This is an optimization exercise on Yosys and OpenROAD, whose aim is small area, a short achievable clock period and few clock cycles per item, not a production implementation.
Only simulation tests tie the RTL to the original design; equivalence was not proved.
No run shown here takes its clock network from TritonCTS; it comes from the design's own scripts or RTL.
The flow treats the clock pin as an ideal source. Dropping or thinning the clock tree relies on that and would not hold on a real chip.
Power figures rest on the tool's default switching activity, not on a simulated workload.

==> flow/design.v <==
package lzss_pkg;
    localparam int WINDOW_SIZE = 256;
    localparam int MAX_MATCH   = 5;
    localparam int MIN_MATCH   = 2;
    localparam int NUM_LENGTHS = MAX_MATCH - MIN_MATCH + 1;
    localparam int COUNT_WIDTH = 12;
    localparam int NUM_SLOTS = MAX_MATCH;
    localparam int PART_LEVEL  = 6;
    localparam int PART_BLOCKS = WINDOW_SIZE >> PART_LEVEL;
    typedef struct packed {
        logic [NUM_LENGTHS-1:0][PART_BLOCKS-1:0]                 any;
        logic [NUM_LENGTHS-1:0][PART_BLOCKS-1:0][PART_LEVEL-1:0] idx;
    } match_part_t;
    typedef struct packed {
        logic       is_match;
        logic [7:0] field;
        logic [1:0] len_code;
    } codeword_t;
endpackage
`timescale 1ns/1ps
module lookahead_buffer (
    input  logic        clk,
    input  logic        reset,
    input  logic        in_valid,
    input  logic [7:0]  in_data,
    input  logic        in_last,
    output logic        in_ready,
    input  logic        pop,
    output logic        head_valid,
    output logic [7:0]  head_data,
    output logic        head_last
);
    logic [1:0] count;
    logic [1:0] count_next;
    logic       accept;
    logic [7:0] data1;
    logic       last1;
    assign accept     = in_valid && (count != 2'd2);
    assign count_next = count + 2'(accept) - 2'(pop);
    always_ff @(posedge clk or posedge reset) begin
        if (reset) begin
            count      <= 2'd0;
            head_valid <= 1'b0;
            in_ready   <= 1'b1;
        end else begin
            count      <= count_next;
            head_valid <= (count_next != 2'd0);
            in_ready   <= (count_next != 2'd2);
        end
    end
    always_ff @(posedge clk) begin
        if (count == 2'd0 || pop) begin
            if (count == 2'd2) begin
                head_data <= data1;
                head_last <= last1;
            end else begin
                head_data <= in_data;
                head_last <= in_last;
            end
        end
        if (accept && (count == 2'd2 || (count == 2'd1 && !pop))) begin
            data1 <= in_data;
            last1 <= in_last;
        end
    end
endmodule
`timescale 1ns/1ps
module history_window (
    input  logic                    clk,
    input  logic                    reset,
    input  logic                    adv,
    input  logic                    last_byte,
    input  logic [7:0]              new_byte,
    output logic [lzss_pkg::NUM_SLOTS-1:0][lzss_pkg::WINDOW_SIZE-1:0] slots,
    output logic [7:0]              lit_byte
);
    localparam int W  = lzss_pkg::WINDOW_SIZE;
    localparam int NS = lzss_pkg::NUM_SLOTS;
    logic [7:0]   hist [W];
    logic [7:0]   fill;
    logic         full;
    logic [W-1:0] older;
    logic [W-1:0] e_new;
    logic [15:0]  hi_gt, hi_eq, lo_gt;
    always_ff @(posedge clk) begin
        if (adv) begin
            hist[0] <= new_byte;
            for (int i = 1; i < W; i++) begin
                hist[i] <= hist[i-1];
            end
        end
    end
    always_ff @(posedge clk or posedge reset) begin
        if (reset) begin
            fill <= '0;
            full <= 1'b0;
        end else if (adv && last_byte) begin
            fill <= '0;
            full <= 1'b0;
        end else if (adv && !full) begin
            fill <= fill + 1'b1;
            if (fill == 8'd255) begin
                full <= 1'b1;
            end
        end
    end
    always_comb begin
        for (int v = 0; v < 16; v++) begin
            hi_gt[v] = (fill[7:4] > 4'(v));
            hi_eq[v] = (fill[7:4] == 4'(v));
            lo_gt[v] = (fill[3:0] > 4'(v));
        end
        for (int j = 0; j < W; j++) begin
            older[j] = full || hi_gt[j / 16] || (hi_eq[j / 16] && lo_gt[j % 16]);
        end
    end
    always_comb begin
        e_new[0] = 1'b0;
        for (int j = 1; j < W; j++) begin
            e_new[j] = (new_byte == hist[j]) && older[j];
        end
    end
    always_ff @(posedge clk) begin
        if (adv) begin
            slots[0] <= e_new;
            for (int k = 1; k < NS; k++) begin
                slots[k] <= slots[k-1];
            end
        end
    end
    assign lit_byte = hist[NS - 1];
endmodule
`timescale 1ns/1ps
module match_select (
    input  logic [lzss_pkg::NUM_SLOTS-1:0][lzss_pkg::WINDOW_SIZE-1:0] slots,
    output lzss_pkg::match_part_t    part
);
    localparam int W  = lzss_pkg::WINDOW_SIZE;
    localparam int NS = lzss_pkg::NUM_SLOTS;
    localparam int NL = lzss_pkg::NUM_LENGTHS;
    localparam int PL = lzss_pkg::PART_LEVEL;
    logic [W-1:0]          run [lzss_pkg::MAX_MATCH];
    logic [NL-1:0][W-1:0]  by_off;
    always_comb begin
        run[0] = slots[NS-1];
        for (int k = 1; k < lzss_pkg::MAX_MATCH; k++) begin
            run[k] = run[k-1] & slots[NS-1-k];
        end
    end
    always_comb begin
        for (int l = 0; l < NL; l++) begin
            by_off[l] = '0;
            for (int d = 0; d + l + 1 < W; d++) begin
                by_off[l][d] = run[l + 1][d + l + 1];
            end
        end
    end
    genvar g;
    generate
        for (g = 0; g < NL; g++) begin : g_pe
            lowest_set #(.LO(0), .HI(PL)) u_low (
                .any_i (by_off[g]),
                .idx_i ('0),
                .any_o (part.any[g]),
                .idx_o (part.idx[g])
            );
        end
    endgenerate
endmodule
module lowest_set #(
    parameter int LO = 0,
    parameter int HI = 8
) (
    input  logic [(256>>LO)-1:0]               any_i,
    input  logic [(256>>LO)-1:0][LO > 0 ? LO-1 : 0:0] idx_i,
    output logic [(256>>HI)-1:0]               any_o,
    output logic [(256>>HI)-1:0][HI-1:0]       idx_o
);
    logic [255:0]      a [9];
    logic [255:0][7:0] x [9];
    always_comb begin
        for (int s = 0; s <= 8; s++) begin
            for (int i = 0; i < 256; i++) begin
                a[s][i] = 1'b0;
                x[s][i] = '0;
            end
        end
        for (int i = 0; i < (256 >> LO); i++) begin
            a[LO][i] = any_i[i];
            x[LO][i] = (LO > 0) ? 8'(idx_i[i]) : 8'd0;
        end
        for (int s = LO + 1; s <= HI; s++) begin
            for (int i = 0; i < (256 >> s); i++) begin
                a[s][i] = a[s-1][2*i] | a[s-1][2*i+1];
                x[s][i] = x[s-1][2*i];
                if (!a[s-1][2*i]) begin
                    x[s][i] = x[s-1][2*i+1];
                    x[s][i][s-1] = 1'b1;
                end
            end
        end
        for (int i = 0; i < (256 >> HI); i++) begin
            any_o[i] = a[HI][i];
            idx_o[i] = x[HI][i][HI-1:0];
        end
    end
endmodule
module match_finish (
    input  lzss_pkg::match_part_t    part,
    input  logic [7:0]               lit_byte,
    output lzss_pkg::codeword_t      cand,
    output logic [2:0]               cand_len
);
    localparam int NL = lzss_pkg::NUM_LENGTHS;
    localparam int PL = lzss_pkg::PART_LEVEL;
    logic [NL-1:0]        hit;
    logic [NL-1:0]        top_any;
    logic [NL-1:0][7:0]   off;
    always_comb begin
        for (int l = 0; l < NL; l++) begin
            hit[l] = |part.any[l];
        end
    end
    genvar g;
    generate
        for (g = 0; g < NL; g++) begin : g_top
            lowest_set #(.LO(PL), .HI(8)) u_top (
                .any_i (part.any[g]),
                .idx_i (part.idx[g]),
                .any_o (top_any[g]),
                .idx_o (off[g])
            );
        end
    endgenerate
    always_comb begin
        cand.is_match = hit[0];
        cand.field    = hit[3] ? off[3] :
                        hit[2] ? off[2] :
                        hit[1] ? off[1] :
                        hit[0] ? off[0] : lit_byte;
        cand.len_code = hit[3] ? 2'd3 :
                        hit[2] ? 2'd2 :
                        hit[1] ? 2'd1 : 2'd0;
        cand_len      = hit[3] ? 3'd5 :
                        hit[2] ? 3'd4 :
                        hit[1] ? 3'd3 :
                        hit[0] ? 3'd2 : 3'd1;
    end
endmodule
`timescale 1ns/1ps
module encode_control (
    input  logic                                clk,
    input  logic                                reset,
    input  logic                                head_valid,
    input  logic                                head_last,
    output logic                                adv,
    output logic                                last_byte,
    input  lzss_pkg::match_part_t               part,
    input  logic [7:0]                          lit_byte,
    output logic                                out_valid,
    input  logic                                out_ready,
    output lzss_pkg::codeword_t                 out_codeword,
    output logic [lzss_pkg::COUNT_WIDTH-1:0]    enc_num,
    output logic                                finish
);
    localparam int NS = lzss_pkg::NUM_SLOTS;
    logic           seen_last;
    logic [2:0]     pad_cnt;
    logic           flushing;
    logic [NS-1:0]  slot_real;
    logic signed [3:0] uncov;
    logic signed [3:0] uncov_next;
    logic              done_next;
    logic                   r_valid;
    lzss_pkg::match_part_t  r_part;
    logic [7:0]             r_lit;
    lzss_pkg::codeword_t    r_cw;
    logic [2:0]             r_len;
    logic [2:0]             skip;
    logic [2:0]             skip_next;
    logic                   skip_nz;
    logic                   push;
    logic                   room;
    logic [3:0]             r_hit;
    logic [1:0]           ocount;
    lzss_pkg::codeword_t  o0_in;
    logic                 o0_load;
    logic [1:0]           ocount_next;
    lzss_pkg::codeword_t  o1;
    lzss_pkg::codeword_t  o2;
    logic                 pop;
    match_finish u_finish (
        .part     (r_part),
        .lit_byte (r_lit),
        .cand     (r_cw),
        .cand_len (r_len)
    );
    assign last_byte = head_valid && head_last;
    always_comb begin
        for (int l = 0; l < 4; l++) begin
            r_hit[l] = |r_part.any[l];
        end
    end
    assign push = r_valid && !skip_nz;
    assign room = (ocount == 2'd0) || (ocount == 2'd1) || (ocount == 2'd2 && !push);
    assign adv  = (head_valid || flushing) && room;
    assign pop         = out_valid && out_ready;
    assign o0_load     = pop || (ocount == 2'd0);
    assign o0_in       = (ocount == 2'd0 || (ocount == 2'd1 && push)) ? r_cw : o1;
    assign ocount_next = ocount + 2'(push) - 2'(pop);
    always_comb begin
        skip_next = skip;
        if (r_valid) begin
            if (skip_nz) begin
                skip_next = skip - 1'b1;
            end else begin
                skip_next = r_hit[3] ? 3'd4 :
                            r_hit[2] ? 3'd3 :
                            r_hit[1] ? 3'd2 :
                            r_hit[0] ? 3'd1 : 3'd0;
            end
        end
    end
    logic signed [3:0] u_minus [6];
    logic signed [3:0] u_plus1;
    logic              in_pos;
    assign in_pos = adv && head_valid;
    always_comb begin
        for (int k = 0; k < 6; k++) begin
            u_minus[k] = uncov - 4'(k);
        end
        u_plus1 = uncov + 4'sd1;
        if (!push) begin
            uncov_next = in_pos ? u_plus1 : uncov;
            done_next  = in_pos ? (uncov <= -4'sd1) : (uncov <= 4'sd0);
        end else if (in_pos) begin
            uncov_next = r_hit[3] ? u_minus[4] :
                         r_hit[2] ? u_minus[3] :
                         r_hit[1] ? u_minus[2] :
                         r_hit[0] ? u_minus[1] : u_minus[0];
            done_next  = r_hit[3] ? (uncov <= 4'sd4) :
                         r_hit[2] ? (uncov <= 4'sd3) :
                         r_hit[1] ? (uncov <= 4'sd2) :
                         r_hit[0] ? (uncov <= 4'sd1) : (uncov <= 4'sd0);
        end else begin
            uncov_next = r_hit[3] ? u_minus[5] :
                         r_hit[2] ? u_minus[4] :
                         r_hit[1] ? u_minus[3] :
                         r_hit[0] ? u_minus[2] : u_minus[1];
            done_next  = r_hit[3] ? (uncov <= 4'sd5) :
                         r_hit[2] ? (uncov <= 4'sd4) :
                         r_hit[1] ? (uncov <= 4'sd3) :
                         r_hit[0] ? (uncov <= 4'sd2) : (uncov <= 4'sd1);
        end
    end
    always_ff @(posedge clk or posedge reset) begin
        if (reset) begin
            seen_last <= 1'b0;
            flushing  <= 1'b0;
            pad_cnt   <= '0;
            slot_real <= '0;
            uncov     <= '0;
            r_valid   <= 1'b0;
            skip      <= '0;
            skip_nz   <= 1'b0;
            ocount    <= '0;
            out_valid <= 1'b0;
            enc_num   <= '0;
            finish    <= 1'b0;
        end else begin
            r_valid <= adv && slot_real[NS-1];
            if (adv) begin
                slot_real <= {slot_real[NS-2:0], head_valid};
                if (head_valid && head_last) begin
                    seen_last <= 1'b1;
                    flushing  <= 1'b1;
                end
                if (flushing) begin
                    pad_cnt <= pad_cnt + 1'b1;
                    if (pad_cnt == 3'(NS - 1)) begin
                        flushing <= 1'b0;
                    end
                end
            end
            uncov     <= uncov_next;
            skip      <= skip_next;
            skip_nz   <= (skip_next != 3'd0);
            ocount    <= ocount_next;
            out_valid <= (ocount_next != 2'd0);
            if (pop) begin
                enc_num <= enc_num + 1'b1;
            end
            if (seen_last && done_next && ocount_next == 2'd0) begin
                finish <= 1'b1;
            end
        end
    end
    always_ff @(posedge clk) begin
        r_part <= part;
        r_lit  <= lit_byte;
        if (o0_load) begin
            out_codeword <= o0_in;
        end
        if ((pop && ocount == 2'd2 && push) || (!pop && ocount == 2'd1 && push)) begin
            o1 <= r_cw;
        end else if (pop && ocount == 2'd3) begin
            o1 <= o2;
        end
        if ((pop && ocount == 2'd3 && push) || (!pop && ocount == 2'd2 && push)) begin
            o2 <= r_cw;
        end
    end
endmodule
`timescale 1ns/1ps
module lzss_encoder (
    input  logic                                clk,
    input  logic                                reset,
    input  logic                                in_valid,
    input  logic [7:0]                          in_data,
    input  logic                                in_last,
    output logic                                in_ready,
    output logic                                out_valid,
    input  logic                                out_ready,
    output lzss_pkg::codeword_t                 out_codeword,
    output logic [lzss_pkg::COUNT_WIDTH-1:0]    enc_num,
    output logic                                finish
);
    logic                 head_valid;
    logic [7:0]           head_data;
    logic                 head_last;
    logic                 adv;
    logic                 last_byte;
    logic [lzss_pkg::NUM_SLOTS-1:0][lzss_pkg::WINDOW_SIZE-1:0] slots;
    logic [7:0]           lit_byte;
    lzss_pkg::match_part_t part;
    lookahead_buffer u_lookahead (
        .clk        (clk),
        .reset      (reset),
        .in_valid   (in_valid),
        .in_data    (in_data),
        .in_last    (in_last),
        .in_ready   (in_ready),
        .pop        (adv && head_valid),
        .head_valid (head_valid),
        .head_data  (head_data),
        .head_last  (head_last)
    );
    history_window u_history (
        .clk       (clk),
        .reset     (reset),
        .adv       (adv),
        .last_byte (last_byte),
        .new_byte  (head_data),
        .slots     (slots),
        .lit_byte  (lit_byte)
    );
    match_select u_select (
        .slots    (slots),
        .part     (part)
    );
    encode_control u_control (
        .clk          (clk),
        .reset        (reset),
        .head_valid   (head_valid),
        .head_last    (head_last),
        .adv          (adv),
        .last_byte    (last_byte),
        .part         (part),
        .lit_byte     (lit_byte),
        .out_valid    (out_valid),
        .out_ready    (out_ready),
        .out_codeword (out_codeword),
        .enc_num      (enc_num),
        .finish       (finish)
    );
endmodule
`timescale 1ns/1ps
module lzss_top (
    input  logic        clk,
    input  logic        reset,
    input  logic        in_valid,
    input  logic [7:0]  in_data,
    input  logic        in_last,
    output logic        in_ready,
    output logic        out_valid,
    input  logic        out_ready,
    output logic        out_is_match,
    output logic [7:0]  out_field,
    output logic [1:0]  out_len_code,
    output logic [11:0] enc_num,
    output logic        finish
);
    lzss_pkg::codeword_t  out_codeword;
    lzss_encoder u_enc (
        .clk          (clk),
        .reset        (reset),
        .in_valid     (in_valid),
        .in_data      (in_data),
        .in_last      (in_last),
        .in_ready     (in_ready),
        .out_valid    (out_valid),
        .out_ready    (out_ready),
        .out_codeword (out_codeword),
        .enc_num      (enc_num),
        .finish       (finish)
    );
    assign out_is_match = out_codeword.is_match;
    assign out_field    = out_codeword.field;
    assign out_len_code = out_codeword.len_code;
endmodule
==> flow/flow/run.sh <==
#!/bin/bash
# The standard layout, except in the cts step: flow/mycts.tcl, sourced there
# through ORFS's PRE_CTS_TCL hook, stands in for the clock_tree_synthesis
# command. It builds a three-level clock tree of clkbuf_16 over recursive
# bisection clusters of the flip-flops, and rebuilds the buffer tree of the
# history's advance enable the same way (flow/myfanout.tcl). Before that it
# moves each register that drives an output port next to the port's buffer
# (flow/pullout.tcl). The rest of the
# cts step (legalisation, timing repair) and all other steps are unchanged.
set -o pipefail
export PRE_CTS_TCL="$PWD/flow/mycts.tcl"
export MYCTS_LEAF=20
export MYCTS_MID=4
bash standard.sh finish > standard.log 2>&1
==> flow/flow/mycts.tcl <==
# Clock tree built here in place of TritonCTS: the sinks are split recursively
# (alternating on the longer side, by count) into leaf clusters of at most
# MYCTS_LEAF sinks; each leaf cluster gets a clkbuf_16 at its centroid, each
# group of leaves at split depth MYCTS_MID a middle clkbuf_16, and each of
# the 4 groups at split depth 2 a root clkbuf_16 driven by the clock port.
# The buffer tree of the history's advance enable is rebuilt the same way.
# Before that, each register driving an output port's buffer is moved next to
# the buffer (pullout.tcl); the cts step's legalisation then places it.

proc mycts_centroid {items} {
  set sx 0; set sy 0
  foreach it $items { set sx [expr {$sx + [lindex $it 1]}]; set sy [expr {$sy + [lindex $it 2]}] }
  set n [llength $items]
  return [list [expr {$sx / $n}] [expr {$sy / $n}]]
}

# items: {name x y ...}; k: leaves wanted; returns list of {path items}
proc mycts_split {items k path} {
  if {$k <= 1} { return [list [list $path $items]] }
  set xs {}; set ys {}
  foreach it $items { lappend xs [lindex $it 1]; lappend ys [lindex $it 2] }
  set xs [lsort -integer $xs]; set ys [lsort -integer $ys]
  set ax [expr {([lindex $xs end] - [lindex $xs 0]) >= ([lindex $ys end] - [lindex $ys 0]) ? 1 : 2}]
  set items [lsort -integer -index $ax $items]
  set k1 [expr {$k / 2}]
  set k2 [expr {$k - $k1}]
  set n [llength $items]
  set n1 [expr {int(round(double($n) * $k1 / $k))}]
  set a [lrange $items 0 [expr {$n1 - 1}]]
  set b [lrange $items $n1 end]
  return [concat [mycts_split $a $k1 ${path}0] [mycts_split $b $k2 ${path}1]]
}

proc mycts_build {} {
  set block [ord::get_db_block]
  set db [ord::get_db]
  set master [$db findMaster sky130_fd_sc_hd__clkbuf_16]
  set leafmax [expr {[info exists ::env(MYCTS_LEAF)] ? $::env(MYCTS_LEAF) : 24}]
  set middepth [expr {[info exists ::env(MYCTS_MID)] ? $::env(MYCTS_MID) : 4}]
  set src [lindex [get_property [lindex [all_clocks] 0] sources] 0]
  set clknet [[$block findBTerm [get_name $src]] getNet]
  set sinks {}
  foreach it [$clknet getITerms] {
    set inst [$it getInst]
    set bb [$inst getBBox]
    lappend sinks [list $it [expr {([$bb xMin] + [$bb xMax]) / 2}] [expr {([$bb yMin] + [$bb yMax]) / 2}]]
  }
  set n [llength $sinks]
  set k [expr {($n + $leafmax - 1) / $leafmax}]
  # whole groups below the root and middle levels
  set p 1
  while {$p < $k} { set p [expr {$p * 2}] }
  set leaves [mycts_split $sinks $k ""]
  puts "mycts: $n sinks, [llength $leaves] leaf clusters"
  set nb 0
  array set kids {}
  foreach leaf $leaves {
    lassign $leaf path items
    lassign [mycts_centroid $items] x y
    set b [odb::dbInst_create $block $master "clkbuf_leaf_$path"]
    $b setLocation $x $y
    $b setPlacementStatus PLACED
    set net [odb::dbNet_create $block "clknet_leaf_$path"]
    $net setSigType CLOCK
    [$b findITerm X] connect $net
    foreach it $items {
      set iterm [lindex $it 0]
      $iterm disconnect
      $iterm connect $net
    }
    incr nb
    set up [string range $path 0 [expr {$middepth - 1}]]
    lappend kids(m$up) [list $b $x $y]
  }
  foreach key [lsort [array names kids m*]] {
    set up [string range $key 1 end]
    lassign [mycts_centroid $kids($key)] x y
    set b [odb::dbInst_create $block $master "clkbuf_mid_$up"]
    $b setLocation $x $y
    $b setPlacementStatus PLACED
    set net [odb::dbNet_create $block "clknet_mid_$up"]
    $net setSigType CLOCK
    [$b findITerm X] connect $net
    foreach c $kids($key) { [[lindex $c 0] findITerm A] connect $net }
    incr nb
    lappend kids(r[string range $up 0 1]) [list $b $x $y]
  }
  foreach key [lsort [array names kids r*]] {
    set up [string range $key 1 end]
    lassign [mycts_centroid $kids($key)] x y
    set b [odb::dbInst_create $block $master "clkbuf_root_$up"]
    $b setLocation $x $y
    $b setPlacementStatus PLACED
    set net [odb::dbNet_create $block "clknet_root_$up"]
    $net setSigType CLOCK
    [$b findITerm X] connect $net
    foreach c $kids($key) { [[lindex $c 0] findITerm A] connect $net }
    [$b findITerm A] connect $clknet
    incr nb
  }
  $clknet setSigType CLOCK
  puts "mycts: inserted $nb clock buffers"
  set_propagated_clock [all_clocks]
}

if {[info commands clock_tree_synthesis] ne ""} {
  rename clock_tree_synthesis mycts_tritoncts
}
source [file join [file dirname [info script]] myfanout.tcl]
source [file join [file dirname [info script]] pullout.tcl]

proc clock_tree_synthesis {args} {
  # Registers that drive output ports sit next to their port buffers
  pull_out_regs
  mycts_build
  # The history's advance enable reaches every history and slot register
  set pin [lindex [get_pins -hierarchical {u_enc.u_history.hist*/DE}] 0]
  if {$pin ne ""} {
    set net [[ord::get_db_block] findNet [get_full_name [get_nets -of_objects $pin]]]
    mft_rebuild $net adv 24 8 4
  }
}
==> flow/flow/myfanout.tcl <==
# Rebuilds the buffer tree of a high-fanout signal net: the buffers already on
# it are removed, its sinks are split recursively into clusters, and a tree of
# buffers is built bottom-up from the cluster centroids.

proc mft_is_buf {inst} {
  return [regexp {^sky130_fd_sc_hd__(buf|clkbuf)_[0-9]+$} [[$inst getMaster] getName]]
}

proc mft_out_net {inst} {
  foreach it [$inst getITerms] {
    if {[$it isOutputSignal]} { return [$it getNet] }
  }
  return ""
}

proc mft_in_iterm {inst} {
  foreach it [$inst getITerms] {
    if {[$it isInputSignal]} { return $it }
  }
  return ""
}

# Net at the root of the buffer tree that net belongs to
proc mft_root {net} {
  while {1} {
    set drv ""
    foreach it [$net getITerms] {
      if {[$it isOutputSignal]} { set drv [$it getInst] }
    }
    if {$drv eq "" || ![mft_is_buf $drv]} { return $net }
    set net [[mft_in_iterm $drv] getNet]
  }
}

proc mft_collect {net} {
  set sinks {}
  set bufs {}
  foreach it [$net getITerms] {
    if {[$it isOutputSignal]} { continue }
    set inst [$it getInst]
    if {[mft_is_buf $inst]} {
      lappend bufs $inst
      lassign [mft_collect [mft_out_net $inst]] s b
      set sinks [concat $sinks $s]
      set bufs [concat $bufs $b]
    } else {
      lappend sinks $it
    }
  }
  return [list $sinks $bufs]
}

proc mft_rebuild {net tag leafn upn topn} {
  set block [ord::get_db_block]
  set db [ord::get_db]
  set root [mft_root $net]
  lassign [mft_collect $root] sinks bufs
  foreach b $bufs {
    set on [mft_out_net $b]
    foreach it [$b getITerms] { if {[$it getNet] ne ""} { $it disconnect } }
    odb::dbInst_destroy $b
    if {$on ne "" && $on ne $root} { odb::dbNet_destroy $on }
  }
  set items {}
  foreach it $sinks {
    if {[$it getNet] ne ""} { $it disconnect }
    set bb [[$it getInst] getBBox]
    lappend items [list $it [expr {([$bb xMin] + [$bb xMax]) / 2}] [expr {([$bb yMin] + [$bb yMax]) / 2}]]
  }
  puts "myfanout: net [$root getName]: [llength $sinks] sinks, removed [llength $bufs] buffers"
  set level 0
  set groupn $leafn
  set nb 0
  while {[llength $items] > $topn} {
    set k [expr {([llength $items] + $groupn - 1) / $groupn}]
    set next {}
    set master [$db findMaster [expr {$level == 0 ? "sky130_fd_sc_hd__buf_4" : "sky130_fd_sc_hd__buf_8"}]]
    foreach grp [mycts_split $items $k ""] {
      lassign $grp path members
      lassign [mycts_centroid $members] x y
      set name "mft_${tag}_${level}_$path"
      set b [odb::dbInst_create $block $master $name]
      $b setLocation $x $y
      $b setPlacementStatus PLACED
      set n [odb::dbNet_create $block "${name}_net"]
      [$b findITerm X] connect $n
      foreach m $members { [lindex $m 0] connect $n }
      lappend next [list [$b findITerm A] $x $y]
      incr nb
    }
    set items $next
    set groupn $upn
    incr level
  }
  foreach m $items { [lindex $m 0] connect $root }
  puts "myfanout: inserted $nb buffers in $level levels"
}
==> flow/flow/pullout.tcl <==
# Moves each register that drives an output port's buffer next to that buffer.
proc pull_out_regs {} {
  set block [ord::get_db_block]
  set moved 0
  foreach bt [$block getBTerms] {
    if {[$bt getIoType] ne "OUTPUT"} { continue }
    set pnet [$bt getNet]
    if {$pnet eq "NULL" || $pnet eq ""} { continue }
    # driver of the port net: the output buffer
    set buf ""
    foreach it [$pnet getITerms] { if {[$it isOutputSignal]} { set buf [$it getInst] } }
    if {$buf eq ""} { continue }
    set a ""
    foreach it [$buf getITerms] { if {[$it isInputSignal]} { set a $it } }
    if {$a eq ""} { continue }
    set inet [$a getNet]
    set ff ""
    foreach it [$inet getITerms] { if {[$it isOutputSignal]} { set ff [$it getInst] } }
    if {$ff eq "" || ![string match "*df*" [[$ff getMaster] getName]]} { continue }
    set bb [$buf getBBox]
    $ff setLocation [$bb xMin] [$bb yMin]
    incr moved
  }
  puts "pull_out_regs: moved $moved registers"
}
==> flow/standard.sh <==
#!/bin/bash
# synth_recipe.tcl (not shown) runs the flow's synth.tcl, then flattens the netlist and writes it again
# the make line also repeats each setting of config.mk as NAME=value (left out here)
make -C /OpenROAD-flow-scripts/flow DESIGN_CONFIG=/design/flow/config.mk WORK_HOME=/design/flow/orfs CLKGATE_MAP_FILE= SYNTH_SCRIPT=/design/flow/synth_recipe.tcl "${@:-finish}"
==> flow/config.mk <==
export PLATFORM = sky130hd
export DESIGN_NAME = lzss_top
export DESIGN_NICKNAME = lzss_top
export VERILOG_FILES = /design/flow/design.v
export SDC_FILE = /design/flow/constraint.sdc
export NUM_CORES = 8
export LEC_CHECK = 0
export CAP_MARGIN = 40
export CORE_MARGIN = 2
export CORE_UTILIZATION = 40
export SETUP_SLACK_MARGIN = 4.4
export SLEW_MARGIN = 20
==> flow/constraint.sdc <==
create_clock -name core_clock -period 7.0 [get_ports {clk}]
set_input_delay 1.4000 -clock core_clock [delete_from_list [all_inputs] [get_ports {clk}]]
set_output_delay 1.4000 -clock core_clock [all_outputs]
set_load 0.01 [all_outputs]
==> impl_results.html, run 1 <==
<table>
<tr><th>Metric</th><th>Value</th></tr>
<tr><th colspan="2">Place</th></tr>
<tr><td>Final Wtd Congestion</td><td>about 1.0</td></tr>
<tr><td>Number of buffers added on ports</td><td>38</td></tr>
<tr><td>Pre-CTS worst setup slack</td><td>3.363 ns</td></tr>
<tr><td>Hpwl dp</td><td>263.4 mm</td></tr>
<tr><td>Placement Cell Area</td><td>155700 sq um</td></tr>
<tr><th colspan="2">Critical path</th></tr>
<tr><td>Max incr delay on CP</td><td>around 0.54 ns</td></tr>
<tr><td>Highest fanout seen on the critical path</td><td>1</td></tr>
<tr><td>Number of buffers and inverters on the critical path</td><td>1</td></tr>
<tr><td>Endpoint kind of the worst setup timing path</td><td>output port</td></tr>
<tr><td>Cell family contributing the most delay on the critical path</td><td>flip-flops</td></tr>
<tr><td>Worst r2r dst</td><td>u_enc.u_control.r_part[37]$_DFF_P_</td></tr>
<tr><td>Worst r2r path cells</td><td>8</td></tr>
<tr><td>Kind of critical path</td><td>flip-flop to output port</td></tr>
<tr><td>List of cells traversed by the critical path</td><td>buf_6</td></tr>
<tr><td>Critical path data arrival time</td><td>1.30 ns</td></tr>
<tr><td>Startpoint types</td><td>flip-flop</td></tr>
<tr><td>Timing startpoint of the critical path</td><td>u_enc.u_lookahead.in_ready$_DFF_PP1_</td></tr>
<tr><td>Minimum setup slack among reg-to-reg paths</td><td>approximately 4.3 ns</td></tr>
<tr><td>Reg2reg start</td><td>u_enc.u_history.slots[1156]$_DFFE_PN_</td></tr>
<tr><td>Required time at the worst-slack endpoint</td><td>~5.6 ns</td></tr>
<tr><td>CP max-delay cell</td><td>dfstp_2</td></tr>
<tr><th colspan="2">Floorplanning</th></tr>
<tr><td>Height of the die</td><td>~610 microns</td></tr>
<tr><td>Std-Cell Core Area</td><td>between 300000 and 400000 sq um</td></tr>
<tr><td>Area of the die</td><td>~380000 sq um</td></tr>
<tr><td>Total I/O pin count</td><td>39</td></tr>
<tr><td>Number of core rows</td><td>around 220</td></tr>
<tr><td>Die W</td><td>just over 600 microns</td></tr>
<tr><td>Starting Density</td><td>0.4022</td></tr>
<tr><th colspan="2">STA</th></tr>
<tr><td>Number of max-slew violations in the final report</td><td>0</td></tr>
<tr><td>Setup violation total in the final timing report</td><td>0</td></tr>
<tr><td>Slew at the pin closest to its max-slew limit</td><td>0.9380 ns</td></tr>
<tr><td>Unrepaired setup endpoints after global routing</td><td>true</td></tr>
<tr><td>Final critical-path setup slack</td><td>roughly 4.3 ns</td></tr>
<tr><td>Maximum achievable frequency</td><td>371.0 MHz</td></tr>
<tr><td>Post-route fraction of the period consumed by the critical path</td><td>0.3851</td></tr>
<tr><td>Worst clock skew</td><td>0.04813 ns</td></tr>
<tr><td>Count of final hold-check violations</td><td>0</td></tr>
<tr><td>Worst max-slew margin expressed relative to the limit</td><td>0.3747</td></tr>
<tr><td>Shortest period the worst path allows</td><td>between 2 and 3 ns</td></tr>
<tr><th colspan="2">Outcome</th></tr>
<tr><td>Run status</td><td>finished clean</td></tr>
<tr><th colspan="2">Synth</th></tr>
<tr><td>Total number of yosys warnings</td><td>15</td></tr>
<tr><td>Area of the mapped netlist</td><td>approximately 150000 sq um</td></tr>
<tr><td>Number of synthesized register bits</td><td>approximately 3500</td></tr>
<tr><td>Number of different library cells in the post-synthesis netlist</td><td>between 90 and 100</td></tr>
<tr><td>Mapped Avg Cell Area</td><td>between 10 and 15 sq um</td></tr>
<tr><td>Dominant register cell in the synthesized netlist</td><td>edfxtp_1</td></tr>
<tr><td>Synth Net Count</td><td>about 10000</td></tr>
<tr><td>Sequential share of the synthesized area</td><td>0.7067</td></tr>
<tr><td>Async S/R FF share, synth</td><td>0.01355</td></tr>
<tr><td>Number of instances in the synthesized netlist</td><td>10120</td></tr>
<tr><td>Count of flip-flops with a built-in enable after synthesis</td><td>roughly 3400</td></tr>
<tr><th colspan="2">Finish</th></tr>
<tr><td>Area of all placed cells without fillers</td><td>around 170000 sq um</td></tr>
<tr><td>Final net count</td><td>between 10000 and 15000</td></tr>
<tr><td>Most common library cell in the layout ignoring fill and taps</td><td>edfxtp_1</td></tr>
<tr><td>Area added between synthesis and finish</td><td>11.20%</td></tr>
<tr><td>Combined area of the multi-input logic cells</td><td>43650 sq um</td></tr>
<tr><td>Most frequent cells in the layout</td><td>3374 x edfxtp_1, 1907 x xnor2_1, 586 x nand2_1</td></tr>
<tr><td># fillers</td><td>around 32000</td></tr>
<tr><td>Area of all sequential standard cells</td><td>104900 sq um</td></tr>
<tr><td>Share of post-route cells with drive strength above 1</td><td>0.1018</td></tr>
<tr><th colspan="2">Global route</th></tr>
<tr><td>Number of global-route vias before repair</td><td>85270</td></tr>
<tr><td>Global-route usage over all layers</td><td>0.2061</td></tr>
<tr><td>Total overflow reported by the global router</td><td>0</td></tr>
<tr><td>Maximum number of pins on one net before global-route repair</td><td>between 70 and 80</td></tr>
<tr><td>Antenna violations before repair</td><td>17</td></tr>
<tr><td>Wire length of the first global-routing pass</td><td>around 580 mm</td></tr>
<tr><th colspan="2">Route</th></tr>
<tr><td>Detailed-route wire length</td><td>a little over 400 mm</td></tr>
<tr><td>DRC viols</td><td>0</td></tr>
<tr><td>Number of routed nets with antenna violations</td><td>0</td></tr>
<tr><td>Initial DRC count</td><td>between 10000 and 15000</td></tr>
<tr><td>Number of search-and-repair iterations in the first detailed-routing pass</td><td>9</td></tr>
<tr><td>Count of vias placed by the detailed router</td><td>88450</td></tr>
<tr><td>Drt via density</td><td>around 5.7</td></tr>
<tr><td>Wire per inst</td><td>around 26 microns</td></tr>
<tr><th colspan="2">Clock network</th></tr>
<tr><td>Worst-path clk slew</td><td>~0.1 ns</td></tr>
<tr><td>Clock latency of the later-clocked register in the worst-skew pair</td><td>between 0.6 and 0.7 ns</td></tr>
<tr><th colspan="2">Worst hold path</th></tr>
<tr><td>Worst hold-check path type</td><td>flip-flop to flip-flop</td></tr>
<tr><td>Hold endpoint</td><td>u_enc.u_history.slots[259]$_DFFE_PN_</td></tr>
<tr><td>Depth of the worst hold-timing path</td><td>0</td></tr>
<tr><td>Worst Hold Launch</td><td>u_enc.u_history.slots[3]$_DFFE_PN_</td></tr>
<tr><th colspan="2">Pwr</th></tr>
<tr><td>Power per cell area</td><td>between 500 and 600 nW/um^2</td></tr>
<tr><td>Largest voltage drop on the vdd net</td><td>between 0.0003 and 0.0004 V</td></tr>
<tr><td>Static leakage</td><td>around 55 nW</td></tr>
<tr><th colspan="2">Job</th></tr>
<tr><td>Max-Cap Viols</td><td>0</td></tr>
</table>
==> kinds of logic (layout without fill, tap and decap cells) <==
logic type	Yosys count	in the layout	synth area share
mux	44	44	0.003144
flops	3542	3542	0.7067
fa+ha+maj	26	26	0.002191
compound gates	1324	1324	0.05813
buf+inv	444	782	0.01134
xor+xnor	2067	2067	0.1219
simple gates	2668	2668	0.09653
other cells	0	7	0
==> cell type report <==
class                      count  share of cell area
multi-input combinational   6129              0.2644
inverter                      97            0.002319
antenna                        7           0.0001061
buffer                       358             0.04002
tap                         4950             0.03752
sequential                  3542              0.6357
timing repair buffer         327             0.01995
==> per-layer routing <==
layer,up-vias,part of all wire,track usage
met5,-,0.00015,0
met1,45470,0.44,0.2995
met4,8,0.030,0.04726
met3,594,0.072,0.02756
li1,38950,-,-
met2,3431,0.46,0.3286
==> per-stage QoR <==
| stage | instances | util | power (mW) | setup TNS, ns | hold WS (ns) |
|---|---|---|---|---|---|
| finish | 15410 | 0.4472 | 97.64 | 0 | 0.4222 |
| global route | 15400 | 0.4472 | 102.3 | 0 | 0.4306 |
| CTS | 15310 | 0.4427 | 96.37 | 0 | 0.4235 |
| detailed placement | 14910 | 0.4219 | 82.44 | 0 | 0.4057 |
| global placement | 14890 | 0.4212 | 81.57 | 0 | 0.4006 |
| floorplan | 10120 | - | 68.48 | -8463.63 | 0.3861 |
==> report_power, final <==
group          switching (mW)  leakage [nW]  internal, mW
clock                    6.40          2.44          5.03
sequential               9.17          36.2          40.3
combinational            22.4          16.5          14.4
total                    38.0          55.2          59.7
==> timing repair <==
action | in CTS | in global routing
setup buffers | 70 | 89
resized for setup | 440 | 199
endpoints found under the setup margin | 3726 | 2972
hold buffers | 0 | 0
pin swaps | 42 | 65
cloned | 5 | 5
==> cells in the mapped netlist (all sizes together) (90+ instances only) <==
library cell / instances / area [sq um]
edfxtp: 3374 / 101300
xnor2: 1909 / 16720
nand2: 603 / 2263
nand4: 571 / 3572
a21oi: 425 / 2127
nand3: 368 / 1852
nor3: 287 / 1459
nor2: 222 / 833.3
o21ai: 217 / 1086
clkbuf: 200 / 750.7
and3: 177 / 1127
xor2: 158 / 1384
buf: 147 / 569.3
and4: 130 / 1139
dfxtp: 120 / 2402
a22oi: 109 / 818.3
inv: 96 / 360.3
a31oi: 90 / 563.0
==> worst max path at each step <==
| stage | end | cells past startpoint |
|---|---|---|
| after floorplan | u_enc.u_history.fill[7]$_DFFE_PP0P_ | 11 |
| after global placement | u_enc.u_history.slots[39]$_DFFE_PN_ | 7 |
| after detailed placement | u_enc.u_history.slots[39]$_DFFE_PN_ | 7 |
| after CTS | u_enc.u_control.finish$_DFFE_PP0P_ | 11 |
| after global routing | in_ready | 1 |
| final | in_ready | 1 |
==> registers in the layout (all words and copies together) (netlist names), 2 cells and up <==
register,cells
u_enc.u_lookahead.count,2
u_enc.u_lookahead.data1,8
u_enc.u_control.r_lit,8
u_enc.u_control.skip,3
u_enc.u_control.enc_num,12
u_enc.u_lookahead.head_data,8
u_enc.u_control.o2,11
u_enc.u_control.r_part,112
u_enc.u_history.fill,8
u_enc.u_control.slot_real,5
u_enc.u_history.slots,1275
u_enc.u_control.ocount,2
u_enc.u_control.out_codeword,11
u_enc.u_control.uncov,4
u_enc.u_control.pad_cnt,3
u_enc.u_history.hist,2048
u_enc.u_control.o1,11
Testbench counts, summed over its fixed seeds: cycles 8,778, bytes 8,594.
==> inputs of run 2 (changes only) <==
--- a/flow/config.mk
+++ b/flow/config.mk
@@ -5,8 +5,8 @@
 export SDC_FILE = /design/flow/constraint.sdc
 export NUM_CORES = 8
 export LEC_CHECK = 0
-export CAP_MARGIN = 40
+export CAP_MARGIN = 20
 export CORE_MARGIN = 2
 export CORE_UTILIZATION = 40
 export SETUP_SLACK_MARGIN = 4.4
-export SLEW_MARGIN = 20
+export SLEW_MARGIN = 10
==> run 2 against run 1 <==
Combinational power is essentially flat; clock skew grew 0.012 ns; die area is the same; wire length is essentially flat; critical path depth is the same; clock power is essentially flat; synthesized cell count is the same; sequential share of layout area grew 0.16 points; maximum frequency shrank 0.49%; power shrank 0.29%; via count grew 0.18%; largest power group unchanged.
==> impl_results.html, run 2 <==
<table>
<tr><th>Metric</th><th>Value</th></tr>
<tr><th colspan="2">Synth</th></tr>
<tr><td>Number of synthesized register bits</td><td>roughly 3500</td></tr>
<tr><td>Total number of yosys warnings</td><td>15</td></tr>
<tr><td>Mapped Avg Cell Area</td><td>between 10 and 15 sq um</td></tr>
<tr><td>Commonest cells post-synth</td><td>3374 x edfxtp_1, 1909 x xnor2_1, 603 x nand2_1</td></tr>
<tr><td>Count of flip-flops with a built-in enable after synthesis</td><td>between 3000 and 4000</td></tr>
<tr><td>Library cell with the highest instance count after synthesis</td><td>edfxtp_1</td></tr>
<tr><td>Async S/R FF share, synth</td><td>0.01355</td></tr>
<tr><td>Number of different library cells in the post-synthesis netlist</td><td>92</td></tr>
<tr><td>Number of instances in the synthesized netlist</td><td>between 10000 and 15000</td></tr>
<tr><td>Top cells by area, synth</td><td>edfxtp_1 68%, xnor2_1 11%, nand4_1 2.4%</td></tr>
<tr><td>Synth Net Count</td><td>between 10000 and 15000</td></tr>
<tr><td>Dominant register cell in the synthesized netlist</td><td>edfxtp_1</td></tr>
<tr><td>Sequential share of the synthesized area</td><td>0.7067</td></tr>
<tr><td>Top cell type's share of synthesized area</td><td>0.6824</td></tr>
<tr><td>Area of the mapped netlist</td><td>between 100000 and 150000 sq um</td></tr>
<tr><td>Cell type contributing the most total cell area after synthesis</td><td>edfxtp_1</td></tr>
<tr><th colspan="2">Critical path</th></tr>
<tr><td>CP max-delay cell</td><td>dfstp_2</td></tr>
<tr><td>Number of buffers and inverters on the critical path</td><td>1</td></tr>
<tr><td>Startpoint types</td><td>flip-flop</td></tr>
<tr><td>Critical path data arrival time</td><td>~1.3 ns</td></tr>
<tr><td>Instance count on the critical path</td><td>1</td></tr>
<tr><td>Endpoint kind of the worst setup timing path</td><td>output port</td></tr>
<tr><td>Highest fanout seen on the critical path</td><td>1</td></tr>
<tr><td>Worst r2r dst</td><td>u_enc.u_control.r_part[37]$_DFF_P_</td></tr>
<tr><td>Required time at the worst-slack endpoint</td><td>between 5 and 6 ns</td></tr>
<tr><td>Worst r2r path cells</td><td>7</td></tr>
<tr><td>List of cells traversed by the critical path</td><td>buf_6</td></tr>
<tr><td>Worst setup path endpoint</td><td>in_ready</td></tr>
<tr><td>Reg2reg start</td><td>u_enc.u_history.slots[642]$_DFFE_PN_</td></tr>
<tr><td>Minimum setup slack among reg-to-reg paths</td><td>between 4 and 5 ns</td></tr>
<tr><td>Cell family contributing the most delay on the critical path</td><td>flip-flops</td></tr>
<tr><td>Timing startpoint of the critical path</td><td>u_enc.u_lookahead.in_ready$_DFF_PP1_</td></tr>
<tr><td>Kind of critical path</td><td>flip-flop to output port</td></tr>
<tr><td>Max incr delay on CP</td><td>between 0.5 and 0.6 ns</td></tr>
<tr><th colspan="2">Global route</th></tr>
<tr><td>Wire length of the first global-routing pass</td><td>581.6 mm</td></tr>
<tr><td>Antenna violations before repair</td><td>18</td></tr>
<tr><td>Maximum number of pins on one net before global-route repair</td><td>78</td></tr>
<tr><td>Total overflow reported by the global router</td><td>0</td></tr>
<tr><td>Number of global-route vias before repair</td><td>~86000</td></tr>
<tr><td>Global-route usage over all layers</td><td>0.2055</td></tr>
<tr><th colspan="2">Floorplanning</th></tr>
<tr><td>Std-Cell Core Area</td><td>roughly 370000 sq um</td></tr>
<tr><td>Height of the die</td><td>a little over 600 microns</td></tr>
<tr><td>Area of the die</td><td>376100 sq um</td></tr>
<tr><td>Starting Density</td><td>0.4022</td></tr>
<tr><td>Number of core rows</td><td>between 200 and 250</td></tr>
<tr><td>Die W</td><td>613.2 microns</td></tr>
<tr><td>Total I/O pin count</td><td>39</td></tr>
<tr><th colspan="2">Clock network</th></tr>
<tr><td>Worst-path clk slew</td><td>0.10 ns</td></tr>
<tr><td>Post-CTS Hold Buffers</td><td>0</td></tr>
<tr><td>Clock latency of the later-clocked register in the worst-skew pair</td><td>slightly below 0.7 ns</td></tr>
<tr><th colspan="2">Finish</th></tr>
<tr><td>Area of all placed cells without fillers</td><td>between 150000 and 200000 sq um</td></tr>
<tr><td>Share of post-route cells with drive strength above 1</td><td>0.09673</td></tr>
<tr><td>Post-Layout Cell Count</td><td>approximately 15000</td></tr>
<tr><td>Final net count</td><td>10470</td></tr>
<tr><td>Most common library cell in the layout ignoring fill and taps</td><td>edfxtp_1</td></tr>
<tr><td>Top register by number of flip-flops</td><td>u_enc.u_history.hist</td></tr>
<tr><td>Registers with the most flip-flops</td><td>u_enc.u_history.hist x2048, u_enc.u_history.slots x1275, u_enc.u_control.r_part x112</td></tr>
<tr><td>Area added between synthesis and finish</td><td>10.93%</td></tr>
<tr><td>Most frequent cells in the layout</td><td>3374 x edfxtp_1, 1907 x xnor2_1, 584 x nand2_1</td></tr>
<tr><td>Number of flip-flops under the largest register name</td><td>2048</td></tr>
<tr><th colspan="2">Route</th></tr>
<tr><td>Number of search-and-repair iterations in the first detailed-routing pass</td><td>6</td></tr>
<tr><td>Count of vias placed by the detailed router</td><td>around 89000</td></tr>
<tr><td>Number of routed nets with antenna violations</td><td>0</td></tr>
<tr><td>Initial DRC count</td><td>9978</td></tr>
<tr><td>Detailed-route wire length</td><td>a little over 400 mm</td></tr>
<tr><td>DRC viols</td><td>0</td></tr>
<tr><td>Wire per inst</td><td>between 20 and 30 microns</td></tr>
<tr><td>Drt via density</td><td>roughly 5.8</td></tr>
<tr><th colspan="2">STA</th></tr>
<tr><td>Maximum achievable frequency</td><td>approximately 370 MHz</td></tr>
<tr><td>Shortest period the worst path allows</td><td>roughly 2.7 ns</td></tr>
<tr><td>Number of max-slew violations in the final report</td><td>0</td></tr>
<tr><td>Worst max-slew margin expressed relative to the limit</td><td>0.2728</td></tr>
<tr><td>Worst clock skew</td><td>approximately 0.06 ns</td></tr>
<tr><td>Unrepaired setup endpoints after global routing</td><td>true</td></tr>
<tr><td>Worst hold margin</td><td>approximately 0.42 ns</td></tr>
<tr><td>Post-route fraction of the period consumed by the critical path</td><td>0.3870</td></tr>
<tr><td>Count of final hold-check violations</td><td>0</td></tr>
<tr><td>Setup violation total in the final timing report</td><td>0</td></tr>
<tr><td>Final critical-path setup slack</td><td>approximately 4.3 ns</td></tr>
<tr><td>Slew at the pin closest to its max-slew limit</td><td>about 1.1 ns</td></tr>
<tr><th colspan="2">Job</th></tr>
<tr><td>Max-Cap Viols</td><td>0</td></tr>
<tr><th colspan="2">Pwr</th></tr>
<tr><td>Sum of internal, switching and leakage power</td><td>97.35 mW</td></tr>
<tr><td>Power per cell area</td><td>roughly 590 nW/um^2</td></tr>
<tr><td>Largest voltage drop on the vdd net</td><td>0.0003209 V</td></tr>
<tr><td>Static leakage</td><td>54.96 nW</td></tr>
<tr><th colspan="2">Place</th></tr>
<tr><td>Number of buffers added on ports</td><td>38</td></tr>
<tr><td>Pre-CTS worst setup slack</td><td>slightly above 3 ns</td></tr>
<tr><td>Placement Cell Area</td><td>between 150000 and 200000 sq um</td></tr>
<tr><td>Hpwl dp</td><td>262.7 mm</td></tr>
<tr><td>Final Wtd Congestion</td><td>1.025</td></tr>
<tr><td>Instance count after placement with tap cells included</td><td>roughly 15000</td></tr>
<tr><th colspan="2">Worst hold path</th></tr>
<tr><td>Worst Hold Launch</td><td>u_enc.u_history.slots[3]$_DFFE_PN_</td></tr>
<tr><td>Worst hold-check path type</td><td>flip-flop to flip-flop</td></tr>
<tr><th colspan="2">Outcome</th></tr>
<tr><td>Run status</td><td>finished clean</td></tr>
</table>
run 2: per-stage QoR:
step                  util  TNS [ns]
detailed placement  0.4213         0
global placement    0.4212         0
finish              0.4461         0
floorplan                -  -8463.63
CTS                 0.4423         0
global route        0.4461         0
run 2: how the worst min path moves through the flow:
stage	endpoint	depth (start not counted)
6_report	u_enc.u_history.slots[259]$_DFFE_PN_	0
5_1_grt	u_enc.u_history.hist[1][3]$_DFFE_PN_	0
4_1_cts	u_enc.u_history.slots[259]$_DFFE_PN_	0
3_5_place_dp	u_enc.u_history.hist[1][2]$_DFFE_PN_	0
3_3_place_gp	u_enc.u_history.hist[1][7]$_DFFE_PN_	0
2_1_floorplan	u_enc.u_control.r_lit[0]$_DFF_P_	0
run 2: power breakdown:
group | internal, mW | leakage (nW) | total [mW] | switching (mW)
sequential | 40.3 | 36.2 | 49.4 | 9.16
combinational | 14.1 | 16.3 | 36.5 | 22.3
clock | 5.03 | 2.44 | 11.4 | 6.41
total | 59.4 | 55.0 | 97.4 | 37.9
run 2: final cells by class:
class	count	area (sq um)
fillers	32270	204500
flip-flops and latches	3542	104900
multi-input cells	6129	43510
plain buffers	358	6487
well taps	4950	6193
repair buffers	305	3143
inverters	97	390.4
diodes	4	10.01
run 2: worst reg2reg max path, stage by stage, from the launching register on:
cell      delay, ns
edfxtp_1       0.45
and3_4         0.23
or3_4          0.39
or3_4          0.34
or3_4          0.35
nand2b_4       0.17
or4_4          0.52
o21ai_4        0.17
run 2: timing repair:
action | in CTS | in global routing
endpoints found under the setup margin | 3737 | 2826
gates cloned | 5 | 6
pin swaps | 49 | 55
setup buffers | 78 | 74
resized for setup | 416 | 168
run 2: cells by family (layout without fill, tap and decap cells):
logic type,Yosys count,in the layout,share of synthesized area
flops,3542,3542,0.7067
simple gates,2668,2668,0.09653
xor+xnor,2067,2067,0.1219
compound gates,1324,1324,0.05813
buf+inv,444,760,0.01134
mux,44,44,0.003144
fa+ha+maj,26,26,0.002191
other cells,0,4,0
run 2: metal layers:
layer	routed length (microns)	share of wire	GRT usage
met1	177600	0.44	0.2971
met2	186100	0.46	0.3286
met5	270	0.00067	0.003100
met4	12400	0.031	0.04732
met3	29630	0.073	0.02833
==> inputs of run 3 (changes only) <==
--- a/flow/flow/run.sh
+++ b/flow/flow/run.sh
@@ -9,6 +9,6 @@
 # cts step (legalisation, timing repair) and all other steps are unchanged.
 set -o pipefail
 export PRE_CTS_TCL="$PWD/flow/mycts.tcl"
-export MYCTS_LEAF=20
-export MYCTS_MID=4
+export MYCTS_LEAF=16
+export MYCTS_MID=5
 bash standard.sh finish > standard.log 2>&1
--- a/flow/config.mk
+++ b/flow/config.mk
@@ -5,8 +5,8 @@
 export SDC_FILE = /design/flow/constraint.sdc
 export NUM_CORES = 8
 export LEC_CHECK = 0
-export CAP_MARGIN = 20
+export CAP_MARGIN = 40
 export CORE_MARGIN = 2
 export CORE_UTILIZATION = 40
 export SETUP_SLACK_MARGIN = 4.4
-export SLEW_MARGIN = 10
+export SLEW_MARGIN = 20
==> run 3 against run 2 <==
Still clean on timing, DRC and antenna; wire length rose by 0.63%; first-iteration DRC count shrank 1.9%; core utilization rose by 0.44 points; via count grew 0.59%; combinational power about the same; synthesized cell count did not move; final cell count grew 0.49%; global-route usage up 0.11 points.
==> impl_results.html, run 3 <==
<table>
<tr><th>Metric</th><th>Value</th></tr>
<tr><th colspan="2">Outcome</th></tr>
<tr><td>Run status</td><td>finished clean</td></tr>
<tr><th colspan="2">Synth</th></tr>
<tr><td>Total number of yosys warnings</td><td>15</td></tr>
<tr><td>Number of synthesized register bits</td><td>roughly 3500</td></tr>
<tr><td>Top cell type's share of synthesized area</td><td>0.6824</td></tr>
<tr><td>Synth Net Count</td><td>slightly above 10000</td></tr>
<tr><td>Number of different library cells in the post-synthesis netlist</td><td>92</td></tr>
<tr><td>Dominant register cell in the synthesized netlist</td><td>edfxtp_1</td></tr>
<tr><td>Async S/R FF share, synth</td><td>0.01355</td></tr>
<tr><td>Sequential share of the synthesized area</td><td>0.7067</td></tr>
<tr><td>Cell type contributing the most total cell area after synthesis</td><td>edfxtp_1</td></tr>
<tr><td>Number of instances in the synthesized netlist</td><td>10120</td></tr>
<tr><td>Library cell with the highest instance count after synthesis</td><td>edfxtp_1</td></tr>
<tr><td>Top cells by area, synth</td><td>edfxtp_1 68%, xnor2_1 11%, nand4_1 2.4%</td></tr>
<tr><td>Area of the mapped netlist</td><td>approximately 150000 sq um</td></tr>
<tr><td>Count of flip-flops with a built-in enable after synthesis</td><td>approximately 3400</td></tr>
<tr><td>Commonest cells post-synth</td><td>3374 x edfxtp_1, 1909 x xnor2_1, 603 x nand2_1</td></tr>
<tr><td>Mapped Avg Cell Area</td><td>14.68 sq um</td></tr>
<tr><th colspan="2">STA</th></tr>
<tr><td>Setup violation total in the final timing report</td><td>0</td></tr>
<tr><td>Post-route fraction of the period consumed by the critical path</td><td>0.3885</td></tr>
<tr><td>Number of max-slew violations in the final report</td><td>0</td></tr>
<tr><td>Worst max-slew margin expressed relative to the limit</td><td>0.3197</td></tr>
<tr><td>Maximum achievable frequency</td><td>367.7 MHz</td></tr>
<tr><td>Worst clock skew</td><td>~0.048 ns</td></tr>
<tr><td>Unrepaired setup endpoints after global routing</td><td>true</td></tr>
<tr><td>Slew at the pin closest to its max-slew limit</td><td>1.020 ns</td></tr>
<tr><td>Shortest period the worst path allows</td><td>about 2.7 ns</td></tr>
<tr><td>Count of final hold-check violations</td><td>0</td></tr>
<tr><th colspan="2">Global route</th></tr>
<tr><td>Total overflow reported by the global router</td><td>0</td></tr>
<tr><td>Maximum number of pins on one net before global-route repair</td><td>78</td></tr>
<tr><td>Global-route usage over all layers</td><td>0.2066</td></tr>
<tr><td>Wire length of the first global-routing pass</td><td>about 600 mm</td></tr>
<tr><td>Number of global-route vias before repair</td><td>about 86000</td></tr>
<tr><td>Antenna violations before repair</td><td>15</td></tr>
<tr><th colspan="2">Place</th></tr>
<tr><td>Number of buffers added on ports</td><td>38</td></tr>
<tr><td>Final Wtd Congestion</td><td>slightly above 1</td></tr>
<tr><td>Hpwl dp</td><td>about 260 mm</td></tr>
<tr><td>Placement Cell Area</td><td>around 160000 sq um</td></tr>
<tr><th colspan="2">Finish</th></tr>
<tr><td>Area of all placed cells without fillers</td><td>approximately 170000 sq um</td></tr>
<tr><td>Number of flip-flops under the largest register name</td><td>2048</td></tr>
<tr><td>Area of all sequential standard cells</td><td>between 100000 and 150000 sq um</td></tr>
<tr><td>Most frequent cells in the layout</td><td>3374 x edfxtp_1, 1907 x xnor2_1, 586 x nand2_1</td></tr>
<tr><td>Top register by number of flip-flops</td><td>u_enc.u_history.hist</td></tr>
<tr><td>Registers with the most flip-flops</td><td>u_enc.u_history.hist x2048, u_enc.u_history.slots x1275, u_enc.u_control.r_part x112</td></tr>
<tr><td>Combined area of the multi-input logic cells</td><td>around 44000 sq um</td></tr>
<tr><td>Final net count</td><td>between 10000 and 15000</td></tr>
<tr><td>Core Util, Final</td><td>0.4505</td></tr>
<tr><td>Share of post-route cells with drive strength above 1</td><td>0.1047</td></tr>
<tr><td>Most common library cell in the layout ignoring fill and taps</td><td>edfxtp_1</td></tr>
<tr><td># fillers</td><td>32230</td></tr>
<tr><td>Area added between synthesis and finish</td><td>12.02%</td></tr>
<tr><th colspan="2">Critical path</th></tr>
<tr><td>Endpoint kind of the worst setup timing path</td><td>flip-flop</td></tr>
<tr><td>Cell family contributing the most delay on the critical path</td><td>compound AO/OA/AOI/OAI gates</td></tr>
<tr><td>CP max-delay cell</td><td>dfxtp_4</td></tr>
<tr><td>Critical path data arrival time</td><td>a little over 3 ns</td></tr>
<tr><td>Required time at the worst-slack endpoint</td><td>between 7 and 8 ns</td></tr>
<tr><td>Kind of critical path</td><td>flip-flop to flip-flop</td></tr>
<tr><td>Max incr delay on CP</td><td>approximately 0.50 ns</td></tr>
<tr><td>Startpoint types</td><td>flip-flop</td></tr>
<tr><td>List of cells traversed by the critical path</td><td>mux2i_2, o21ai_0, mux2i_1, o221ai_1, a21oi_1, a21o_1, o21ai_1</td></tr>
<tr><td>Number of buffers and inverters on the critical path</td><td>0</td></tr>
<tr><td>Highest fanout seen on the critical path</td><td>10</td></tr>
<tr><th colspan="2">Floorplanning</th></tr>
<tr><td>Std-Cell Core Area</td><td>~370000 sq um</td></tr>
<tr><td>Area of the die</td><td>between 300000 and 400000 sq um</td></tr>
<tr><td>Total I/O pin count</td><td>39</td></tr>
<tr><td>Number of core rows</td><td>223</td></tr>
<tr><td>Die W</td><td>~600 microns</td></tr>
<tr><td>Starting Density</td><td>0.4022</td></tr>
<tr><td>Height of the die</td><td>613.2 microns</td></tr>
<tr><th colspan="2">Pwr</th></tr>
<tr><td>Static leakage</td><td>roughly 56 nW</td></tr>
<tr><td>Power per cell area</td><td>597.6 nW/um^2</td></tr>
<tr><td>Largest voltage drop on the vdd net</td><td>roughly 0.00034 V</td></tr>
<tr><th colspan="2">Clock network</th></tr>
<tr><td>Worst-path clk slew</td><td>approximately 0.070 ns</td></tr>
<tr><td>Clock latency of the later-clocked register in the worst-skew pair</td><td>approximately 0.66 ns</td></tr>
<tr><td>Post-CTS Hold Buffers</td><td>0</td></tr>
<tr><th colspan="2">Route</th></tr>
<tr><td>DRC viols</td><td>0</td></tr>
<tr><td>Initial DRC count</td><td>roughly 9800</td></tr>
<tr><td>Number of routed nets with antenna violations</td><td>0</td></tr>
<tr><td>Routed length on met1</td><td>177.9 mm</td></tr>
<tr><td>Met2 WL post-DR</td><td>about 190 mm</td></tr>
<tr><td>Drt via density</td><td>5.765</td></tr>
<tr><td>Detailed-route wire length</td><td>just over 400 mm</td></tr>
<tr><td>Number of search-and-repair iterations in the first detailed-routing pass</td><td>9</td></tr>
<tr><td>Count of vias placed by the detailed router</td><td>just under 90000</td></tr>
<tr><td>Highest Signal Layer</td><td>met5</td></tr>
<tr><td>Wire per inst</td><td>between 20 and 30 microns</td></tr>
<tr><td>Met3 wire length</td><td>30.11 mm</td></tr>
<tr><th colspan="2">Worst hold path</th></tr>
<tr><td>Worst hold-check path type</td><td>flip-flop to flip-flop</td></tr>
<tr><th colspan="2">Job</th></tr>
<tr><td>Max-Cap Viols</td><td>0</td></tr>
</table>
run 3: timing repair:
| action | CTS | global route |
|---|---|---|
| endpoints found under the setup margin | 3724 | 3236 |
| pin swaps | 43 | 59 |
| gates cloned | 5 | 6 |
| gates resized for setup | 394 | 191 |
| buffers inserted | 65 | 82 |
run 3: layout make-up:
| type | instances | area share |
|---|---|---|
| inverter | 97 | 0.002287 |
| timing repair buffer | 315 | 0.01937 |
| antenna | 10 | 0.0001505 |
| sequential | 3542 | 0.6310 |
| buffer | 418 | 0.04764 |
| tap | 4950 | 0.03724 |
| multi-input combinational | 6129 | 0.2623 |
run 3: power breakdown:
part / total [mW] / internal, mW / switching, mW
Sequential: 49.5 / 40.3 / 9.18
Clock: 13.3 / 6.53 / 6.74
Combinational: 36.6 / 14.2 / 22.4
Total: 99.4 / 61.1 / 38.3
run 3: worst reg2reg max path, delay by kind of cell (launching register included):
kind,cells,cell delay (ns)
multiplexers,2,0.93
AO/OA/AOI/OAI,5,1.00
flip-flops,1,0.50
run 3: kinds of logic (layout without fill, tap and decap cells):
family	Yosys count	count (layout)	synth area share
simple gates	2668	2668	0.09653
mux	44	44	0.003144
compound gates	1324	1324	0.05813
fa+ha+maj	26	26	0.002191
xor+xnor	2067	2067	0.1219
flops	3542	3542	0.7067
buf+inv	444	830	0.01134
other cells	0	10	0
run 3: metal layers:
metal	vias to the layer above	track usage
met5	-	0
li1	39060	-
met2	3475	0.3280
met3	644	0.03023
met1	45950	0.2981
met4	8	0.05170
run 3: final timing paths:
check | startpoint | to | slack (ns) | cells past startpoint
setup reg to reg | u_enc.u_control.r_part[102]$_DFF_P_ | u_enc.u_control.out_codeword[3]$_DFFE_PP_ | 4.28 | 7
setup / recovery | u_enc.u_control.r_part[102]$_DFF_P_ | u_enc.u_control.out_codeword[3]$_DFFE_PP_ | 4.28 | 7
min in group asynchronous | reset | u_enc.u_control.enc_num[3]$_DFFE_PP0P_ | 1.25 | 3
hold reg to reg | u_enc.u_history.slots[3]$_DFFE_PN_ | u_enc.u_history.slots[259]$_DFFE_PN_ | 0.41 | 0
hold / removal | u_enc.u_history.slots[3]$_DFFE_PN_ | u_enc.u_history.slots[259]$_DFFE_PN_ | 0.41 | 0
max in group asynchronous | reset | u_enc.u_history.fill[2]$_DFFE_PP0P_ | 5.09 | 3
run 3: per-stage QoR:
stage	instances	TNS, ns	power [mW]	hold slack [ns]	setup slack, ns
after global routing	15450	0	104.0	0.4303	4.272
after CTS	15360	0	98.11	0.4164	4.243
final	15460	0	99.38	0.4142	4.280
after detailed placement	14910	0	82.44	0.4057	3.363
after global placement	14890	0	81.57	0.4006	2.895
after floorplan	10120	-8463.63	68.48	0.3861	-3.080
==> inputs of run 4 (changes only) <==
--- a/flow/flow/run.sh
+++ b/flow/flow/run.sh
@@ -9,6 +9,6 @@
 # cts step (legalisation, timing repair) and all other steps are unchanged.
 set -o pipefail
 export PRE_CTS_TCL="$PWD/flow/mycts.tcl"
-export MYCTS_LEAF=16
-export MYCTS_MID=5
+export MYCTS_LEAF=20
+export MYCTS_MID=4
 bash standard.sh finish > standard.log 2>&1
--- a/flow/config.mk
+++ b/flow/config.mk
@@ -8,5 +8,5 @@
 export CAP_MARGIN = 40
 export CORE_MARGIN = 2
 export CORE_UTILIZATION = 40
-export SETUP_SLACK_MARGIN = 4.4
+export SETUP_SLACK_MARGIN = 4.45
 export SLEW_MARGIN = 20
==> run 4 against run 3 <==
Sequential power hardly changed; maximum frequency is 1.0% higher; setup slack improved by 0.027 ns; flip-flop and latch count unchanged; clock skew decreased by 0.0045 ns; wire length grew 0.47%; power fell by 1.3%; critical path type is now flip-flop to output port; critical endpoint is now in_ready; largest cell class unchanged.
==> impl_results.html, run 4 <==
<table>
<tr><th>Metric</th><th>Value</th></tr>
<tr><th colspan="2">Synth</th></tr>
<tr><td>Cell type contributing the most total cell area after synthesis</td><td>edfxtp_1</td></tr>
<tr><td>Number of instances in the synthesized netlist</td><td>10120</td></tr>
<tr><td>Commonest cells post-synth</td><td>3374 x edfxtp_1, 1909 x xnor2_1, 603 x nand2_1</td></tr>
<tr><td>Async S/R FF share, synth</td><td>0.01355</td></tr>
<tr><td>Total number of yosys warnings</td><td>15</td></tr>
<tr><td>Main combinational cell family by area after synthesis</td><td>XOR/XNOR gates</td></tr>
<tr><td>Number of synthesized register bits</td><td>3542</td></tr>
<tr><td>Number of different library cells in the post-synthesis netlist</td><td>slightly above 90</td></tr>
<tr><th colspan="2">Critical path</th></tr>
<tr><td>Startpoint types</td><td>flip-flop</td></tr>
<tr><td>Highest fanout seen on the critical path</td><td>1</td></tr>
<tr><td>Endpoint kind of the worst setup timing path</td><td>output port</td></tr>
<tr><td>Kind of critical path</td><td>flip-flop to output port</td></tr>
<tr><th colspan="2">STA</th></tr>
<tr><td>Shortest period the worst path allows</td><td>~2.7 ns</td></tr>
<tr><td>Worst max-slew margin expressed relative to the limit</td><td>0.2715</td></tr>
<tr><td>Maximum achievable frequency</td><td>about 370 MHz</td></tr>
<tr><td>Final critical-path setup slack</td><td>4.308 ns</td></tr>
<tr><td>Number of max-slew violations in the final report</td><td>0</td></tr>
<tr><th colspan="2">Global route</th></tr>
<tr><td>Number of global-route vias before repair</td><td>about 85000</td></tr>
<tr><td>Global-route usage over all layers</td><td>0.2072</td></tr>
<tr><th colspan="2">Finish</th></tr>
<tr><td>Number of flip-flops under the largest register name</td><td>~2000</td></tr>
<tr><td>Core Util, Final</td><td>0.4483</td></tr>
<tr><td>Area added between synthesis and finish</td><td>11.47%</td></tr>
<tr><th colspan="2">Worst hold path</th></tr>
<tr><td>Depth of the worst hold-timing path</td><td>0</td></tr>
<tr><th colspan="2">Clock network</th></tr>
<tr><td>Post-CTS Hold Buffers</td><td>0</td></tr>
<tr><td>Clock latency of the later-clocked register in the worst-skew pair</td><td>roughly 0.66 ns</td></tr>
<tr><th colspan="2">Route</th></tr>
<tr><td>Drt via density</td><td>5.757</td></tr>
<tr><td>Count of vias placed by the detailed router</td><td>88860</td></tr>
<tr><td>Wire per inst</td><td>26.59 microns</td></tr>
<tr><th colspan="2">Floorplanning</th></tr>
<tr><td>Total I/O pin count</td><td>39</td></tr>
<tr><td>Starting Density</td><td>0.4022</td></tr>
<tr><th colspan="2">Job</th></tr>
<tr><td>Max-Cap Viols</td><td>0</td></tr>
<tr><th colspan="2">Pwr</th></tr>
<tr><td>Fraction of power consumed by sequential logic</td><td>0.505</td></tr>
<tr><td>Clock Power Share</td><td>0.117</td></tr>
<tr><th colspan="2">Outcome</th></tr>
<tr><td>Run status</td><td>finished clean</td></tr>
</table>
## run 4: cell counts after synthesis
No cell type changed its count.
## run 4: power groups by stage
stage | registers (mW) | logic (mW) | clock network, mW
final | 49.5 | 37.1 | 11.4
after CTS | 49.2 | 35.8 | 11.7
after global routing | 50.7 | 39.6 | 12.4
after global placement | 49.2 | 32.3 | 0
after floorplan | 46.8 | 21.7 | 0
after detailed placement | 49.5 | 32.9 | 0
## run 4: cell type report
cell class,count,area (sq um),share of cell area
Sequential cell,3542,105000,0.6342
Multi-Input combinational cell,6130,43890,0.2652
Buffer,358,6412,0.03875
Tap cell,4950,6193,0.03742
Timing Repair Buffer,353,3645,0.02202
Inverter,97,386.6,0.002336
Antenna cell,5,12.51,0.00007560
## run 4: cells by family after synthesis
group / after synthesis
AO/OA/AOI/OAI: 1324
XOR/XNOR: 2067
adder cells (fa/ha/maj): 26
buffers and inverters: 444
flip-flops: 3542
multiplexers: 44
AND/OR/NAND/NOR: 2668
## run 4: how the worst max path moves through the flow
stage | start | end | slack [ns] | depth (start not counted)
after floorplan | u_enc.u_control.r_valid$_DFF_PP0_ | u_enc.u_history.fill[7]$_DFFE_PP0P_ | -3.08 | 11
after global placement | u_enc.u_history.fill[7]$_DFFE_PP0P_ | u_enc.u_history.slots[39]$_DFFE_PN_ | 2.89 | 7
after detailed placement | u_enc.u_history.fill[7]$_DFFE_PP0P_ | u_enc.u_history.slots[39]$_DFFE_PN_ | 3.36 | 7
after CTS | u_enc.u_history.slots[642]$_DFFE_PN_ | u_enc.u_control.r_part[37]$_DFF_P_ | 4.25 | 7
after global routing | u_enc.u_lookahead.in_ready$_DFF_PP1_ | in_ready | 4.26 | 1
final | u_enc.u_lookahead.in_ready$_DFF_PP1_ | in_ready | 4.31 | 1
## run 4: timing repair
action                                  in CTS  in global routing
buffers inserted                           100                 81
gates resized for setup                    428                215
cloned                                       7                  8
hold endpoints to repair                     0                  0
pin swaps                                   60                 73
endpoints found under the setup margin    3741               1400
## run 4: per-stage QoR
step | instance area (sq um) | std cells | setup TNS (ns)
floorplan | 148500 | 10120 | -8463.63
finish | 165500 | 15440 | 0
CTS | 163800 | 15340 | 0
global placement | 155500 | 14890 | 0
global route | 165500 | 15430 | 0
detailed placement | 155700 | 14910 | 0
## run 4: metal layers
layer	wire, microns	track usage
met1	179400	0.2991
met2	188100	0.3296
met3	29720	0.02924
met4	13150	0.05201
met5	60	0

## re-timing with driven ports
In the flow no input, the clock included, has a driving cell. The finished layouts below were timed again as built, in two steps. Step 1: set_driving_cell puts a clkbuf_16 on clk and a buf_2 on each other input, an assumption about the parent block. Step 2 moves the port delays by t, midway between the first and last clock arrival at a register: inputs arrive t later, outputs are due t later. That takes back most of the time a late clock gives input paths. Three values: ideal ports, drivers, drivers and shift; two values: the first two.
run | t, ns | setup slack, ns | clock arrival spread, ns | slew at the worst register clock pin (ns) | cell pins on the clock port's net
run 1 | 0.850 | 4.304 / 4.095 / 3.858 | 0.049 / 0.048 | 0.10 / 0.10 | 4
run 2 | 0.861 | 4.291 / 4.078 / 3.803 | 0.066 / 0.066 | 0.10 / 0.10 | 4
run 3 | 0.861 | 4.280 / 4.096 / 3.825 | 0.054 / 0.054 | 0.08 / 0.08 | 4
run 4 | 0.851 | 4.308 / 4.098 / 3.889 | 0.046 / 0.045 | 0.10 / 0.10 | 4
After both steps every run listed still meets setup and hold. For run 2, which loses most, drivers alone change the setup slack by -0.213 ns; drivers and shift together by -0.488 ns.
